Source: an optimization exercise on an open RTL-to-GDS flow (aim: small area). Production flows keep margins and buffers that such runs may drop. At most, simulation tests tie the RTL to the original design; equivalence was not proved.

purple:
==> flow/design.v <==
`default_nettype none
package isb_pkg;
    localparam int TU_ENTRIES = 4;
    localparam int TU_IDX_W = 2;
    localparam int PS_ENTRIES = 32;
    localparam int PS_IDX_W = 5;
    localparam int SP_ENTRIES = 8;
    localparam int SP_SLOTS = 4;
    localparam int SP_IDX_W = 3;
    localparam int SLOT_W = 2;
    localparam int SA_SPACE = 32;
    localparam int STREAM_CHUNK = 16;
    localparam int CONF_MAX = 3;
    typedef logic [15:0] pc_t;
    typedef logic [15:0] paddr_t;
    typedef logic [5:0] saddr_t;
    typedef logic [1:0] conf_t;
    typedef struct packed {
        logic   valid;
        paddr_t tag;
        saddr_t sa;
        conf_t  conf;
    } ps_entry_t;
endpackage
`default_nettype wire
`default_nettype none
module isb_top (
    input  logic            clk,
    input  logic            rst_i,
    input  logic            access_v_i,
    input  isb_pkg::pc_t    access_pc_i,
    input  isb_pkg::paddr_t access_addr_i,
    output logic            prefetch_v_o,
    output isb_pkg::paddr_t prefetch_addr_o
);
    logic [3:0]  tu_valid;
    logic [15:0] tu_pc [4];
    logic [15:0] tu_last [4];
    logic [3:0]  c_hit;          
    logic [4:0]  c_sa [4];       
    logic        dup [4][4];
    logic        xdup [4][4];
    logic        l01, l02, l03, l12, l13, l23;
    logic [3:0]  pc_match;
    logic [3:0]  idx_eq;         
    logic [3:0]  addr_eq;        
    logic [3:0]  victim;
    logic [3:0]  use_oh;
    logic        tu_hit;
    logic [15:0] last;
    logic [3:0]  dup_h;          
    logic [3:0]  xdup_h;         
    logic        ia_eq_ib;
    always_comb begin
        for (int i = 0; i < 4; i++) begin
            pc_match[i] = tu_valid[i] && tu_pc[i] == access_pc_i;
            idx_eq[i] = tu_last[i][4:0] == access_addr_i[4:0];
            addr_eq[i] = idx_eq[i] && tu_last[i][15:5] == access_addr_i[15:5];
        end
    end
    assign tu_hit = |pc_match;
    assign victim[0] = l01 & l02 & l03;
    assign victim[1] = ~l01 & l12 & l13;
    assign victim[2] = ~l02 & ~l12 & l23;
    assign victim[3] = ~l03 & ~l13 & ~l23;
    assign use_oh = tu_hit ? pc_match : victim;
    always_comb begin
        last = '0;
        a_hit = 1'b0;
        a_sa = '0;
        ia_eq_ib = 1'b0;
        for (int i = 0; i < 4; i++) begin
            last = last | (tu_last[i] & {16{pc_match[i]}});
            a_hit = a_hit | (c_hit[i] & pc_match[i]);
            a_sa = a_sa | (c_sa[i] & {5{pc_match[i]}});
            ia_eq_ib = ia_eq_ib | (idx_eq[i] & pc_match[i]);
        end
        for (int i = 0; i < 4; i++) begin
            dup_h[i] = 1'b0;
            xdup_h[i] = 1'b0;
            for (int j = 0; j < 4; j++) begin
                if (j != i) begin
                    dup_h[i] = dup_h[i] | (dup[i][j] & pc_match[j]);
                    xdup_h[i] = xdup_h[i] | (xdup[i][j] & pc_match[j]);
                end
            end
        end
    end
    always_ff @(posedge clk) begin
        if (rst_i) begin
            tu_valid <= '0;
            {l01, l02, l03, l12, l13, l23} <= 6'b111111;
        end else if (access_v_i) begin
            tu_valid <= tu_valid | use_oh;
            if (use_oh[0]) begin l01 <= 1'b0; l02 <= 1'b0; l03 <= 1'b0; end
            if (use_oh[1]) begin l01 <= 1'b1; l12 <= 1'b0; l13 <= 1'b0; end
            if (use_oh[2]) begin l02 <= 1'b1; l12 <= 1'b1; l23 <= 1'b0; end
            if (use_oh[3]) begin l03 <= 1'b1; l13 <= 1'b1; l23 <= 1'b1; end
        end
    end
    logic [1:0]  ps_conf [32];
    logic [10:0] ps_tag [32];
    logic [4:0]  ps_sa [32];
    logic        p0_v, p1_v;
    logic [15:0] p0_a, p1_a;
    logic [31:0] sel_b;
    logic        sh_b;
    logic [10:0] b_tag;
    logic        sh0b, sh1b;
    logic        a_hit, b_hit;
    logic [4:0]  a_sa, b_sa;
    logic [1:0]  b_conf;
    assign sh1b = p1_v && p1_a[4:0] == access_addr_i[4:0];
    assign sh0b = p0_v && p0_a[4:0] == access_addr_i[4:0] && !sh1b;
    assign sh_b = sh0b || sh1b;
    always_comb begin
        b_conf = {2{sh_b}};
        b_tag = (p0_a[15:5] & {11{sh0b}}) | (p1_a[15:5] & {11{sh1b}});
        b_sa = {sh1b, 4'd0};
        for (int e = 0; e < 32; e++) begin
            sel_b[e] = access_addr_i[4:0] == 5'(e);
            b_conf = b_conf | (ps_conf[e] & {2{sel_b[e] & !sh_b}});
            b_tag = b_tag | (ps_tag[e] & {11{sel_b[e] & !sh_b}});
            b_sa = b_sa | (ps_sa[e] & {5{sel_b[e] & !sh_b}});
        end
    end
    assign b_hit = b_conf != 2'd0 && b_tag == access_addr_i[15:5];
    logic [1:0]  ns;             
    logic        train;
    logic        do_alloc;
    logic        map_b_req;
    logic        ctr_b;
    logic [5:0]  a_succ;
    logic [5:0]  b_tgt;
    logic [1:0]  b_conf_new;
    logic        map_a;
    logic        map_b;
    logic        wr_b;
    logic [4:0]  wr_sa;
    logic [1:0]  wr_conf;
    logic        a_eff;          
    assign train = access_v_i && tu_hit && !(|(pc_match & addr_eq));
    assign a_succ = {1'b0, a_sa} + 6'd1;
    always_comb begin
        do_alloc = 1'b0;
        map_b_req = 1'b0;
        ctr_b = 1'b0;
        b_tgt = a_succ;
        b_conf_new = b_conf;
        if (train) begin
            case ({a_hit, b_hit})
                2'b00: begin
                    do_alloc = 1'b1;
                    map_b_req = 1'b1;
                    b_tgt = {ns == 2'd2, ns == 2'd1, 4'd1};
                end
                2'b01: begin
                    do_alloc = 1'b1;
                    if (b_conf == 2'd1) begin
                        map_b_req = 1'b1;
                        b_tgt = {ns == 2'd2, ns == 2'd1, 4'd1};
                    end else begin
                        ctr_b = 1'b1;
                        b_conf_new = b_conf - 2'd1;
                    end
                end
                2'b10: begin
                    map_b_req = 1'b1;
                end
                default: begin
                    if ({1'b0, b_sa} == a_succ) begin
                        ctr_b = 1'b1;
                        if (b_conf != 2'd3) begin
                            b_conf_new = b_conf + 2'd1;
                        end
                    end else if (b_conf == 2'd1) begin
                        map_b_req = 1'b1;
                    end else begin
                        ctr_b = 1'b1;
                        b_conf_new = b_conf - 2'd1;
                    end
                end
            endcase
        end
    end
    assign map_a = do_alloc && ns != 2'd2;
    assign map_b = map_b_req && !b_tgt[5];
    assign wr_b = map_b || ctr_b;
    assign wr_sa = map_b ? b_tgt[4:0] : b_sa;
    assign wr_conf = map_b ? 2'd3 : b_conf_new;
    assign a_eff = map_a && !(wr_b && ia_eq_ib);
    always_ff @(posedge clk) begin
        if (rst_i) begin
            ns <= 2'd0;
        end else if (map_a) begin
            ns <= ns + 2'd1;
        end
    end
    always_ff @(posedge clk) begin
        for (int e = 0; e < 32; e++) begin
            if (rst_i) begin
                ps_conf[e] <= 2'd0;
            end else if (wr_b && sel_b[e]) begin
                ps_conf[e] <= wr_conf;
            end
            if (wr_b && sel_b[e]) begin
                ps_tag[e] <= access_addr_i[15:5];
                ps_sa[e] <= wr_sa;
            end
        end
    end
    always_ff @(posedge clk) begin
        for (int i = 0; i < 4; i++) begin
            if (access_v_i && use_oh[i]) begin
                tu_pc[i] <= access_pc_i;
                tu_last[i] <= access_addr_i;
                c_hit[i] <= wr_b || (b_hit && !(a_eff && ia_eq_ib));
                c_sa[i] <= wr_b ? wr_sa : b_sa;
                for (int j = 0; j < 4; j++) begin
                    if (j != i) begin
                        dup[i][j] <= addr_eq[j];
                        dup[j][i] <= addr_eq[j];
                        xdup[i][j] <= idx_eq[j];
                        xdup[j][i] <= idx_eq[j];
                    end
                end
            end else if (wr_b && idx_eq[i]) begin
                c_hit[i] <= addr_eq[i];
                c_sa[i] <= wr_sa;
            end else if (a_eff && xdup_h[i]) begin
                c_hit[i] <= dup_h[i];
                c_sa[i] <= {ns == 2'd1, 4'd0};
            end
        end
    end
    always_ff @(posedge clk) begin
        if (rst_i) begin
            p0_v <= 1'b0;
        end else if (map_a && ns == 2'd0) begin
            p0_v <= !(wr_b && ia_eq_ib);
        end else if (wr_b && p0_a[4:0] == access_addr_i[4:0]) begin
            p0_v <= 1'b0;
        end
        if (map_a && ns == 2'd0) begin
            p0_a <= last;
        end
    end
    always_ff @(posedge clk) begin
        if (rst_i) begin
            p1_v <= 1'b0;
        end else if (map_a && ns == 2'd1) begin
            p1_v <= !(wr_b && ia_eq_ib);
        end else if (wr_b && p1_a[4:0] == access_addr_i[4:0]) begin
            p1_v <= 1'b0;
        end
        if (map_a && ns == 2'd1) begin
            p1_a <= last;
        end
    end
    logic [15:0] sp_pa [1:31];
    logic [4:0]  m0;             
    logic [3:0]  m1;             
    logic [4:0]  s;
    assign s = b_tgt[4:0];
    always_ff @(posedge clk) begin
        for (int e = 1; e < 32; e++) begin
            if (e == 16 && map_a && ns == 2'd1) begin
                sp_pa[e] <= last;
            end else if (map_b && s == 5'(e)) begin
                sp_pa[e] <= access_addr_i;
            end
        end
    end
    always_ff @(posedge clk) begin
        if (map_a && ns == 2'd0) begin
            m0 <= {4'd0, map_b};
        end else if (map_b && s == m0 + 5'd1) begin
            m0 <= s;
        end
        if (map_a && ns == 2'd1) begin
            m1 <= {3'd0, map_b};
        end else if (map_b && ns == 2'd2 && s[4] && {1'b0, s[3:0]} == {1'b0, m1} + 5'd1) begin
            m1 <= s[3:0];
        end
    end
    logic [4:0]  rd;
    logic        rd_v;
    logic        fire;
    logic [15:0] rd_pa;
    assign rd = b_sa + 5'd1;
    assign rd_v = b_sa != 5'd31
                  && ((ns != 2'd0 && rd <= m0) || (ns == 2'd2 && rd[4] && rd[3:0] <= m1));
    assign fire = access_v_i && b_hit && rd_v;
    always_comb begin
        rd_pa = '0;
        for (int e = 1; e < 32; e++) begin
            rd_pa = rd_pa | (sp_pa[e] & {16{b_sa == 5'(e - 1)}});
        end
    end
    always_ff @(posedge clk) begin
        if (rst_i) begin
            prefetch_v_o <= 1'b0;
        end else begin
            prefetch_v_o <= fire;
        end
    end
    always_ff @(posedge clk) begin
        prefetch_addr_o <= rd_pa;
    end
endmodule
`default_nettype wire
Settings: LEC_CHECK=0, CAP_MARGIN=20, CORE_MARGIN=2, CORE_UTILIZATION=65, PLACE_DENSITY=0.75, SLEW_MARGIN=20, CTS_ARGS=-sink_clustering_enable -repair_clock_nets -dont_use_dummy_load -buf_list sky130_fd_sc_hd__clkbuf_8 -sink_clustering_size 14 -sink_clustering_max_diameter 60, BUFFER_PORTS_ARGS=-buffer_cell sky130_fd_sc_hd__buf_1; clock period 10.0 ns.
standard.sh (not shown) runs the stock make flow with config.mk's settings and CLKGATE_MAP_FILE= SYNTH_SCRIPT=/design/flow/synth_recipe.tcl, a recipe that flattens the netlist after the stock synthesis.
==> flow/flow/run.sh <==
#!/bin/bash
set -euo pipefail
cat >> config.mk <<'EOC'
export CTS_ARGS = -sink_clustering_enable -repair_clock_nets -dont_use_dummy_load -buf_list sky130_fd_sc_hd__clkbuf_8 -sink_clustering_size 14 -sink_clustering_max_diameter 60
export BUFFER_PORTS_ARGS = -buffer_cell sky130_fd_sc_hd__buf_1
EOC
bash standard.sh > standard.log 2>&1
Here is what was changed in the inputs of orange compared with purple.
--- a/flow/design.v
+++ b/flow/design.v
@@ -110,8 +110,8 @@
     logic        a_hit, b_hit;
     logic [4:0]  a_sa, b_sa;
     logic [1:0]  b_conf;
+    assign sh0b = p0_v && p0_a[4:0] == access_addr_i[4:0];
     assign sh1b = p1_v && p1_a[4:0] == access_addr_i[4:0];
-    assign sh0b = p0_v && p0_a[4:0] == access_addr_i[4:0] && !sh1b;
     assign sh_b = sh0b || sh1b;
     always_comb begin
         b_conf = {2{sh_b}};
@@ -238,7 +238,7 @@
             p0_v <= 1'b0;
         end else if (map_a && ns == 2'd0) begin
             p0_v <= !(wr_b && ia_eq_ib);
-        end else if (wr_b && p0_a[4:0] == access_addr_i[4:0]) begin
+        end else if ((wr_b && p0_a[4:0] == access_addr_i[4:0]) || (map_a && p0_a[4:0] == last[4:0])) begin
             p0_v <= 1'b0;
         end
         if (map_a && ns == 2'd0) begin
@@ -294,7 +294,7 @@
     always_comb begin
         rd_pa = '0;
         for (int e = 1; e < 32; e++) begin
-            rd_pa = rd_pa | (sp_pa[e] & {16{b_sa == 5'(e - 1)}});
+            rd_pa = rd_pa | (sp_pa[e] & {16{rd == 5'(e)}});
         end
     end
     always_ff @(posedge clk) begin
==> summary.txt <==
Compared with purple, in orange core outline area went down; proportion of cell area occupied by registers went up; die area went down; number of placement rows went down; starting density of the core went up. orange was carried through to the last stage, and its layout satisfied the timing, design-rule and antenna checks. Relative to purple, the cell area after synthesis of orange is lower by 1.5%.
The RTL of purple was laid out without a check of its function.

## what the ideal ports hide
Ports are ideal in the flow. The routed layouts listed here were re-timed in OpenROAD. Step 1 (the two cells are an assumption about what drives the block):
set clk [get_ports {clk}]
set_driving_cell -lib_cell sky130_fd_sc_hd__clkbuf_16 $clk
set_driving_cell -lib_cell sky130_fd_sc_hd__buf_2 [delete_from_list [all_inputs] $clk]
Step 2 times the ports against the registers' clock, not the clock port: input delays grow and output delays shrink by t, the midpoint of the rising clock arrivals with the driver on. Slacks: ideal ports / drivers / drivers and shift; pairs: ideal ports / drivers.
run	t, ns	setup slack, ns	worst register clock-pin slew, ns	cell pins on the clock port's net
purple	0.813	1.830 / 1.867 / 1.054	0.10 / 0.10	1
orange	0.846	1.647 / 1.673 / 0.827	0.10 / 0.10	1
After both steps setup and hold are still met in every run listed. The setup slack of orange, which loses most, moves by +0.026 ns with the drivers and by -0.820 ns with both steps.
